This is an optimization exercise on Yosys and OpenROAD, whose aim is small area, a short achievable clock period and few clock cycles, not a production implementation. RTL that was checked went through simulation tests only; none was proved equivalent to the original. Power is estimated from default activity; no workload was simulated.

pine:
==> flow/design.v <==
`timescale 1ns/10ps
module dma_backend #(
  parameter int unsigned MaxOut = 4    
) (
  input  logic        clk_i,
  input  logic        rst_ni,
  input  logic        valid_i,
  input  logic [31:0] req_src_i,
  input  logic [31:0] req_dst_i,
  input  logic [31:0] req_num_bytes_i,
  input  logic        req_serialize_i,
  output logic        ready_o,
  output logic [31:0] ar_addr_o,
  output logic [7:0]  ar_len_o,
  output logic        ar_valid_o,
  input  logic        ar_ready_i,
  output logic [31:0] aw_addr_o,
  output logic [7:0]  aw_len_o,
  output logic        aw_valid_o,
  input  logic        aw_ready_i,
  output logic [31:0] w_data_o,
  output logic        w_last_o,
  output logic        w_valid_o,
  input  logic        w_ready_i,
  input  logic [31:0] r_data_i,
  input  logic        r_last_i,
  input  logic        r_valid_i,
  output logic        r_ready_o,
  input  logic        b_valid_i,
  output logic        b_ready_o,
  output logic        backend_idle_o,
  output logic        trans_complete_o
);
  localparam int unsigned BPtrW = (MaxOut > 1) ? $clog2(MaxOut) : 1;
  logic              free_q;     
  logic              rdy_q;      
  logic              free_d;
  logic              calc_q;     
  logic              ser_q;      
  logic              ar_vld_q;
  logic              aw_vld_q;
  logic [29:0]       src_q;
  logic [29:0]       dst_q;
  logic [29:0]       left_q;
  logic [3:0]        len_q;      
  logic              last_q;     
  logic              ge16;       
  logic              gt16;       
  logic              spe_q;      
  logic              dpe_q;      
  logic              spe_nx;
  logic              dpe_nx;
  logic [3:0]        cap_s;
  logic [3:0]        cap_d;
  logic [3:0]        cap_l;
  logic [3:0]        cap_lr;
  logic              s_le_d;
  logic              s_le_l;
  logic              d_le_l;
  logic              l_le_s;
  logic              l_le_d;
  logic [3:0]        len_d;
  logic              last_d;
  logic [4:0]        beats;
  logic              src_c4;
  logic              dst_c4;
  logic              src_c10;
  logic              dst_c10;
  logic              left_b5;
  logic [5:0]        src_mid_inc;
  logic [5:0]        dst_mid_inc;
  logic [19:0]       src_hi_inc;
  logic [19:0]       dst_hi_inc;
  logic [24:0]       left_hi_dec;
  logic [29:0]       src_nx;
  logic [29:0]       dst_nx;
  logic [29:0]       left_nx;
  logic              req_nz;
  logic              accept;
  logic              issue;
  logic              advance;
  logic              ar_vld_d;
  logic              aw_vld_d;
  logic              bl_mem_q [MaxOut];
  logic [BPtrW:0]    bl_wp_q;
  logic [BPtrW:0]    bl_rp_q;
  logic [BPtrW:0]    bl_wp_inc;
  logic [BPtrW:0]    bl_rp_inc;
  logic              bl_full;
  logic              bl_empty;
  logic              b_fire;
  logic [BPtrW:0]    bl_wp_d;
  logic [BPtrW:0]    bl_rp_d;
  logic              cmp_q;
  logic              cmp_d;
  logic              busy_q;     
  logic              ser_ok;
  assign ge16   = |left_q[29:4];
  assign gt16   = (|left_q[29:5]) | (left_q[4] & (|left_q[3:0]));
  assign cap_s  = spe_q ? ~src_q[3:0] : 4'hf;
  assign cap_d  = dpe_q ? ~dst_q[3:0] : 4'hf;
  assign cap_lr = left_q[3:0] - 4'd1;
  assign cap_l  = ge16 ? 4'hf : cap_lr;
  assign s_le_d = (cap_s <= cap_d);
  assign s_le_l = ge16 | (cap_s <= cap_lr);
  assign d_le_l = ge16 | (cap_d <= cap_lr);
  assign l_le_s = ge16 ? (cap_s == 4'hf) : (cap_lr <= cap_s);
  assign l_le_d = ge16 ? (cap_d == 4'hf) : (cap_lr <= cap_d);
  assign len_d  = (s_le_d & s_le_l) ? cap_s : (~s_le_d & d_le_l) ? cap_d : cap_l;
  assign last_d = ~gt16 & l_le_s & l_le_d;
  assign beats  = {1'b0, len_q} + 5'd1;
  assign src_c4  = (len_q >= ~src_q[3:0]);
  assign dst_c4  = (len_q >= ~dst_q[3:0]);
  assign src_c10 = src_c4 & (&src_q[9:4]);
  assign dst_c10 = dst_c4 & (&dst_q[9:4]);
  assign left_b5 = ({1'b0, left_q[3:0]} <= {1'b0, len_q}) & ~left_q[4];
  always_comb begin
    for (int i = 0; i < 6; i++) begin
      src_mid_inc[i] = src_q[4+i] ^ (&(src_q[9:4] | ~((6'd1 << i) - 6'd1)));
      dst_mid_inc[i] = dst_q[4+i] ^ (&(dst_q[9:4] | ~((6'd1 << i) - 6'd1)));
    end
    for (int i = 0; i < 20; i++) begin
      src_hi_inc[i] = src_q[10+i] ^ (&(src_q[29:10] | ~((20'd1 << i) - 20'd1)));
      dst_hi_inc[i] = dst_q[10+i] ^ (&(dst_q[29:10] | ~((20'd1 << i) - 20'd1)));
    end
    for (int i = 0; i < 25; i++) begin
      left_hi_dec[i] = left_q[5+i] ^ ~(|(left_q[29:5] & ((25'd1 << i) - 25'd1)));
    end
  end
  assign src_nx  = {src_c10 ? src_hi_inc : src_q[29:10],
                    src_c4 ? src_mid_inc : src_q[9:4],
                    src_q[3:0] + len_q + 4'd1};
  assign dst_nx  = {dst_c10 ? dst_hi_inc : dst_q[29:10],
                    dst_c4 ? dst_mid_inc : dst_q[9:4],
                    dst_q[3:0] + len_q + 4'd1};
  assign left_nx = {left_b5 ? left_hi_dec : left_q[29:5],
                    left_q[4:0] - {1'b0, len_q} - 5'd1};
  assign spe_nx  = src_c4 ? (src_q[9:4] == 6'd62) : (&src_q[9:4]);
  assign dpe_nx  = dst_c4 ? (dst_q[9:4] == 6'd62) : (&dst_q[9:4]);
  assign req_nz  = |req_num_bytes_i[31:2];
  assign accept  = rdy_q & valid_i & req_nz;
  assign ser_ok  = ~ser_q | bl_empty;
  assign issue   = calc_q & ~bl_full & ser_ok;
  assign advance = ~free_q & ~calc_q & ~ar_vld_q & ~aw_vld_q;
  assign ar_vld_d = issue | (ar_vld_q & ~ar_ready_i);
  assign aw_vld_d = issue | (aw_vld_q & ~aw_ready_i);
  always_comb begin
    free_d = free_q;
    if (free_q) begin
      free_d = ~accept;
    end else if (ar_vld_q | aw_vld_q) begin
      free_d = last_q & ~ar_vld_d & ~aw_vld_d;
    end
  end
  always_ff @(posedge clk_i or negedge rst_ni) begin
    if (!rst_ni) begin
      free_q   <= 1'b1;
      rdy_q    <= 1'b0;
      calc_q   <= 1'b0;
      ar_vld_q <= 1'b0;
      aw_vld_q <= 1'b0;
    end else begin
      free_q   <= free_d;
      rdy_q    <= free_d;
      ar_vld_q <= ar_vld_d;
      aw_vld_q <= aw_vld_d;
      if (free_q) begin
        calc_q <= accept;
      end else if (calc_q) begin
        calc_q <= ~issue;
      end else if (!ar_vld_q && !aw_vld_q) begin
        calc_q <= 1'b1;
      end
    end
  end
  always_ff @(posedge clk_i) begin
    if (free_q) begin
      src_q  <= req_src_i[31:2];
      dst_q  <= req_dst_i[31:2];
      left_q <= req_num_bytes_i[31:2];
      ser_q  <= req_serialize_i;
      spe_q  <= &req_src_i[11:6];
      dpe_q  <= &req_dst_i[11:6];
    end else if (advance) begin
      src_q  <= src_nx;
      dst_q  <= dst_nx;
      left_q <= left_nx;
      spe_q  <= spe_nx;
      dpe_q  <= dpe_nx;
    end else if (issue) begin
      ser_q  <= 1'b0;
    end
    if (issue) begin
      len_q  <= len_d;
      last_q <= last_d;
    end
  end
  assign ar_addr_o  = {src_q, 2'b00};
  assign aw_addr_o  = {dst_q, 2'b00};
  assign ar_len_o   = {4'd0, len_q};
  assign aw_len_o   = {4'd0, len_q};
  assign ar_valid_o = ar_vld_q;
  assign aw_valid_o = aw_vld_q;
  assign ready_o    = rdy_q;
  assign b_ready_o = 1'b1;
  assign bl_full   = (bl_wp_q == (bl_rp_q ^ {1'b1, BPtrW'(0)}));
  assign bl_empty  = (bl_wp_q == bl_rp_q);
  assign bl_wp_inc = bl_wp_q + 1'b1;
  assign bl_rp_inc = bl_rp_q + 1'b1;
  assign b_fire    = b_valid_i & ~bl_empty;
  assign cmp_d     = b_fire & bl_mem_q[bl_rp_q[BPtrW-1:0]];
  assign bl_wp_d   = issue ? bl_wp_inc : bl_wp_q;
  assign bl_rp_d   = b_fire ? bl_rp_inc : bl_rp_q;
  always_ff @(posedge clk_i or negedge rst_ni) begin
    if (!rst_ni) begin
      bl_wp_q  <= '0;
      bl_rp_q  <= '0;
      cmp_q    <= 1'b0;
      busy_q   <= 1'b0;
    end else begin
      bl_wp_q  <= bl_wp_d;
      bl_rp_q  <= bl_rp_d;
      cmp_q    <= cmp_d;
      busy_q   <= ~free_d | (bl_wp_d != bl_rp_d);
    end
  end
  always_ff @(posedge clk_i) begin
    for (int unsigned i = 0; i < MaxOut; i++) begin
      if (issue && bl_wp_q[BPtrW-1:0] == BPtrW'(i)) begin
        bl_mem_q[i] <= last_d;
      end
    end
  end
  assign trans_complete_o = cmp_q;
  assign backend_idle_o   = ~busy_q;
  logic              w_vld_q;
  logic [32:0]       w_q;
  logic              skid_vld_q;
  logic              skid_vld_d;
  logic              r_rdy_q;    
  logic [32:0]       skid_q;
  logic              out_free;
  logic              r_fire;
  assign out_free = ~w_vld_q | w_ready_i;
  assign r_fire   = r_valid_i & r_rdy_q;
  assign skid_vld_d = skid_vld_q ? ~out_free : (r_fire & ~out_free);
  always_ff @(posedge clk_i or negedge rst_ni) begin
    if (!rst_ni) begin
      w_vld_q    <= 1'b0;
      skid_vld_q <= 1'b0;
      r_rdy_q    <= 1'b0;
    end else begin
      w_vld_q    <= ~out_free | skid_vld_q | r_fire;
      skid_vld_q <= skid_vld_d;
      r_rdy_q    <= ~skid_vld_d;
    end
  end
  always_ff @(posedge clk_i) begin
    if (!skid_vld_q) begin
      skid_q <= {r_last_i, r_data_i};
    end
    if (out_free) begin
      w_q <= skid_vld_q ? skid_q : {r_last_i, r_data_i};
    end
  end
  assign w_valid_o = w_vld_q;
  assign w_data_o  = w_q[31:0];
  assign w_last_o  = w_q[32];
  assign r_ready_o = r_rdy_q;
endmodule
Settings: LEC_CHECK=0, CAP_MARGIN=20, CORE_MARGIN=2, CORE_UTILIZATION=65, PLACE_DENSITY=0.75, SLEW_MARGIN=20; clock period 8.5 ns.
standard.sh (not shown) runs the stock make flow with config.mk's settings and CLKGATE_MAP_FILE= SYNTH_SCRIPT=/design/flow/synth_recipe.tcl, a recipe that flattens the netlist after the stock synthesis.
==> flow/flow/run.sh <==
#!/bin/bash
# standard layout; timing repair aims below the clock period, ports buffered with buf_1
bash standard.sh SETUP_SLACK_MARGIN=5.5 "BUFFER_PORTS_ARGS=-buffer_cell sky130_fd_sc_hd__buf_1" finish > standard.log 2>&1
Testbench counts of pine, summed over its fixed seeds: cycles 36,136.
Setup changes, pine to maple
==> flow/flow/run.sh <==
#!/bin/bash
# standard layout; timing repair aims below the clock period, ports buffered with buf_1
bash standard.sh SETUP_SLACK_MARGIN=5.6 "BUFFER_PORTS_ARGS=-buffer_cell sky130_fd_sc_hd__buf_1" finish > standard.log 2>&1
Notes after the runs:
Between pine and maple, the final core utilization does not differ in any meaningful way. Compared with pine, maple shows detailed-routed wire length on met3 that has gone up by a few percent. Compared with pine, in maple antenna diode count picked up an extra 1; routed wire length lost about 1.2%; worst path setup slack after routing picked up an extra 0.055 ns; area of the placeable core neither gained nor lost much; fraction of power spent switching nets neither gained nor lost much. The number of sequential cells in the layout was comparable across maple and pine.

---

Another version of the RTL of dma_backend (not shown whole).
For scale: roughly 830 cells after synthesis, about 190 flip-flops, ~260 I/O pins, about 9600 um^2 of cells after synthesis.
export LEC_CHECK = 0
export CAP_MARGIN = 20
export CORE_MARGIN = 2
export CORE_UTILIZATION = 40
export PLACE_DENSITY = 0.6
export SLEW_MARGIN = 20
create_clock -name core_clock -period 8.5 [get_ports {clk_i}]
==> flow/flow/run.sh <==
#!/bin/bash
# standard layout; timing repair aims below the clock period, ports buffered with buf_1
bash standard.sh SETUP_SLACK_MARGIN=6.0 "BUFFER_PORTS_ARGS=-buffer_cell sky130_fd_sc_hd__buf_1" finish > standard.log 2>&1
Testbench counts at the start, summed over its fixed seeds: cycles 36,136.
Edit:
==> flow/flow/run.sh (replaced) <==
#!/bin/bash
# standard layout; timing repair aims below the clock period, ports buffered with buf_1
bash standard.sh SETUP_SLACK_MARGIN=5.7 "BUFFER_PORTS_ARGS=-buffer_cell sky130_fd_sc_hd__buf_1" finish > standard.log 2>&1
Result: Worst hold slack gets worse by 3.9 ps. Clock skew stays flat. Flip-flop and latch count stays the same. Design area falls by 8.6%. Setup slack gets worse by 80 ps. Core utilization falls by 4.9 points.

---

Another version of the RTL of dma_backend (not shown whole).
Size in the first run: about 800 cells after synthesis, roughly 8900 µm² of cells after synthesis.
## dma_backend
module dma_backend #(
  parameter int unsigned MaxOut = 4    
) (
  input  logic        clk_i,
  input  logic        rst_ni,
  input  logic        valid_i,
  input  logic [31:0] req_src_i,
  input  logic [31:0] req_dst_i,
  input  logic [31:0] req_num_bytes_i,
  input  logic        req_serialize_i,
  output logic        ready_o,
  output logic [31:0] ar_addr_o,
  output logic [7:0]  ar_len_o,
  output logic        ar_valid_o,
  input  logic        ar_ready_i,
  output logic [31:0] aw_addr_o,
  output logic [7:0]  aw_len_o,
  output logic        aw_valid_o,
  input  logic        aw_ready_i,
  output logic [31:0] w_data_o,
  output logic        w_last_o,
  output logic        w_valid_o,
  input  logic        w_ready_i,
  input  logic [31:0] r_data_i,
  input  logic        r_last_i,
  input  logic        r_valid_i,
  output logic        r_ready_o,
  input  logic        b_valid_i,
  output logic        b_ready_o,
  output logic        backend_idle_o,
  output logic        trans_complete_o
);
export LEC_CHECK = 0
export CAP_MARGIN = 20
export CORE_MARGIN = 2
export CORE_UTILIZATION = 65
export CTS_BUF_LIST = sky130_fd_sc_hd__clkbuf_8
export PLACE_DENSITY = 0.75
export SLEW_MARGIN = 20
create_clock -name core_clock -period 8.5 [get_ports {clk_i}]
==> flow/flow/run.sh <==
#!/bin/bash
# standard layout; timing repair aims below the clock period, ports buffered with buf_1
bash standard.sh SETUP_SLACK_MARGIN=5.6 "BUFFER_PORTS_ARGS=-buffer_cell sky130_fd_sc_hd__buf_1" finish > standard.log 2>&1
The starting point completed with no timing, DRC or antenna violations.
Testbench counts at the start, summed over its fixed seeds: cycles 36,136.
Rerun with:
--- a/flow/config.mk
+++ b/flow/config.mk
@@ -9,5 +9,4 @@
 export CORE_MARGIN = 2
-export CORE_UTILIZATION = 65
-export CTS_BUF_LIST = sky130_fd_sc_hd__clkbuf_8
-export PLACE_DENSITY = 0.75
+export CORE_UTILIZATION = 60
+export PLACE_DENSITY = 0.7
 export SLEW_MARGIN = 20
After rerunning: The changed run ran to the end with no violations. Sequential power hardly moves. Die area came out higher by 8.1%. Utilization came out lower by 5.9 points. Cell count came out lower by 0.40%. Setup slack gets worse by 0.077 ns. Via count came out lower by 1.8%.
Rerun with:
==> flow/flow/run.sh (replaced) <==
#!/bin/bash
# standard layout; timing repair aims below the clock period, ports buffered with buf_1
bash standard.sh SETUP_SLACK_MARGIN=5.7 "BUFFER_PORTS_ARGS=-buffer_cell sky130_fd_sc_hd__buf_1" finish > standard.log 2>&1
--- a/flow/config.mk
+++ b/flow/config.mk
@@ -9,4 +9,4 @@
 export CORE_MARGIN = 2
-export CORE_UTILIZATION = 60
-export PLACE_DENSITY = 0.7
+export CORE_UTILIZATION = 65
+export PLACE_DENSITY = 0.75
 export SLEW_MARGIN = 20
Combinational power came out higher by about 5%.
Global-route usage came out higher by 4.2 points.
Area after synthesis does not change.
Total power came out higher by about 1.6%.
Rerun with:
==> flow/flow/run.sh (replaced) <==
#!/bin/bash
# standard layout; timing repair aims below the clock period, ports buffered with buf_1
bash standard.sh SETUP_SLACK_MARGIN=5.6 "BUFFER_PORTS_ARGS=-buffer_cell sky130_fd_sc_hd__buf_1" finish > standard.log 2>&1
What happened: The new run ran to the end with no violations; non-clock buffer count shrinks by 8; utilization falls by 1.5 points; die area is unchanged; global-route usage drops by 1.4 points.

---

## build 42
Another version of the RTL of dma_backend (not shown whole).
Size: roughly 260 I/O pins, roughly 9400 sq um of cells after synthesis.
clock: 8.5 ns
lec_check: 0
cap_margin: 20
core_margin: 2
core_utilization: 40
place_density: 0.6
slew_margin: 20
==> flow/flow/run.sh <==
#!/bin/bash
# standard layout; timing repair aims below the clock period, ports buffered with buf_1
bash standard.sh SETUP_SLACK_MARGIN=5.1 "BUFFER_PORTS_ARGS=-buffer_cell sky130_fd_sc_hd__buf_1" finish > standard.log 2>&1
Edits applied to the flow inputs when going from build 42 to build 58:
Settings: changing CORE_UTILIZATION from 40 to 65; changing PLACE_DENSITY from 0.6 to 0.75.
==> flow/flow/run.sh <==
#!/bin/bash
# standard layout; timing repair aims below the clock period, ports buffered with buf_1
bash standard.sh SETUP_SLACK_MARGIN=5.6 "BUFFER_PORTS_ARGS=-buffer_cell sky130_fd_sc_hd__buf_1" finish > standard.log 2>&1
--- outcome ---
[diff] total via count in the routed design, build 58 relative to build 42: regression
After detailed routing, build 42 needs less wire than build 58.
Changes observed in build 58 relative to build 42: worst slack after detailed placement rose by 0.20 ns, net switching power rose by about 2.7%, power rose by about 3%.
In the reports for build 58 and build 42, the larger relative contribution of combinational cells to total power belongs to build 58.
Any difference in clock skew between build 42 and build 58 is small enough to ignore.
> inputs changed (build 58 -> build 71)
Settings: CORE_UTILIZATION: 65 -> 75; PLACE_DENSITY: 0.75 -> 0.85.
==> flow/flow/run.sh <==
#!/bin/bash
# standard layout; timing repair aims below the clock period, ports buffered with buf_1
bash standard.sh SETUP_SLACK_MARGIN=5.4 "BUFFER_PORTS_ARGS=-buffer_cell sky130_fd_sc_hd__buf_1" finish > standard.log 2>&1
[summary]
- Comparing build 58 and build 71, effective utilization at floorplan is higher on build 71.
- When build 71 is set beside build 58, its clock network power turns out to be 3.9% smaller.
- In build 71 the overall die area turned out about 13% lower than in build 58.
diff inputs: build 71 => build 85
Settings: CORE_UTILIZATION changed from 75 to 65; PLACE_DENSITY changed from 0.85 to 0.75.
--- outcome ---
- Build 71 → build 85: post-cts resize count decreased 2; horizontal die dimension moved up; pin count of the biggest net entering global routing dropped about 14%; cell area roughly the same; number of non-filler instances in the completed layout saw an increase.
- [compare] base=build 71 new=build 85: post-detailed-routing wire length has decreased, fraction of the cycle the final worst path needs went down.
- Capture point of the worst path: len_q[1] -> build 85, len_q[3] -> build 71
No run of this note included a check of the RTL's function; only the layout flow was run.

## re-timing with driven ports
No port has a modelled driver above. Below, the same layouts with a new extraction and two added sets of constraints.
Step 1 (the two cells are an assumption about what drives the block):
set clk [get_ports {clk_i}]
set_driving_cell -lib_cell sky130_fd_sc_hd__clkbuf_16 $clk
set_driving_cell -lib_cell sky130_fd_sc_hd__buf_2 [delete_from_list [all_inputs] $clk]
Step 2 moves the port delays by t, midway between the first and last clock arrival at a register: inputs arrive t later, outputs are due t later. That takes back most of the time a late clock gives input paths.
Slacks: ideal / step 1 / step 2; pairs: ideal / step 1.
| run | t, ns | setup slack, ns | hold slack, ns | clock arrival spread, ns | worst data-port slew with drivers (ns) |
|---|---|---|---|---|---|
| pine | 0.477 | 5.609 / 5.617 / 5.155 | 0.474 / 0.474 / 0.474 | 0.010 / 0.011 | 0.07 |
| maple | 0.475 | 5.664 / 5.619 / 5.217 | 0.475 / 0.475 / 0.475 | 0.010 / 0.010 | 0.07 |
| the first run of note 2 | 0.485 | 5.649 / 5.603 / 5.307 | 0.477 / 0.477 / 0.477 | 0.015 / 0.015 | 0.06 |
| the second run of note 2 | 0.476 | 5.569 / 5.525 / 5.223 | 0.473 / 0.473 / 0.473 | 0.015 / 0.015 | 0.07 |
| the first run of note 3 | 0.496 | 5.593 / 5.558 / 5.225 | 0.482 / 0.482 / 0.482 | 0.021 / 0.021 | 0.06 |
| the second run of note 3 | 0.474 | 5.516 / 5.475 / 5.296 | 0.476 / 0.476 / 0.476 | 0.018 / 0.018 | 0.06 |
| the third run of note 3 | 0.476 | 5.595 / 5.595 / 5.347 | 0.475 / 0.475 / 0.475 | 0.009 / 0.009 | 0.07 |
| the fourth run of note 3 | 0.475 | 5.642 / 5.601 / 5.226 | 0.476 / 0.476 / 0.476 | 0.010 / 0.010 | 0.06 |
| build 42 | 0.474 | 5.334 / 5.362 / 4.888 | 0.475 / 0.475 / 0.475 | 0.018 / 0.018 | 0.07 |
| build 58 | 0.477 | 5.637 / 5.592 / 5.392 | 0.475 / 0.475 / 0.475 | 0.014 / 0.014 | 0.07 |
| build 71 | 0.472 | 5.450 / 5.450 / 5.091 | 0.477 / 0.477 / 0.477 | 0.010 / 0.011 | 0.10 |
| build 85 | 0.485 | 5.529 / 5.529 / 5.346 | 0.477 / 0.477 / 0.477 | 0.014 / 0.015 | 0.06 |
After both steps setup and hold are still met in every run listed. For pine, which loses most, drivers alone change the setup slack by +0.008 ns; drivers and shift together by -0.454 ns.
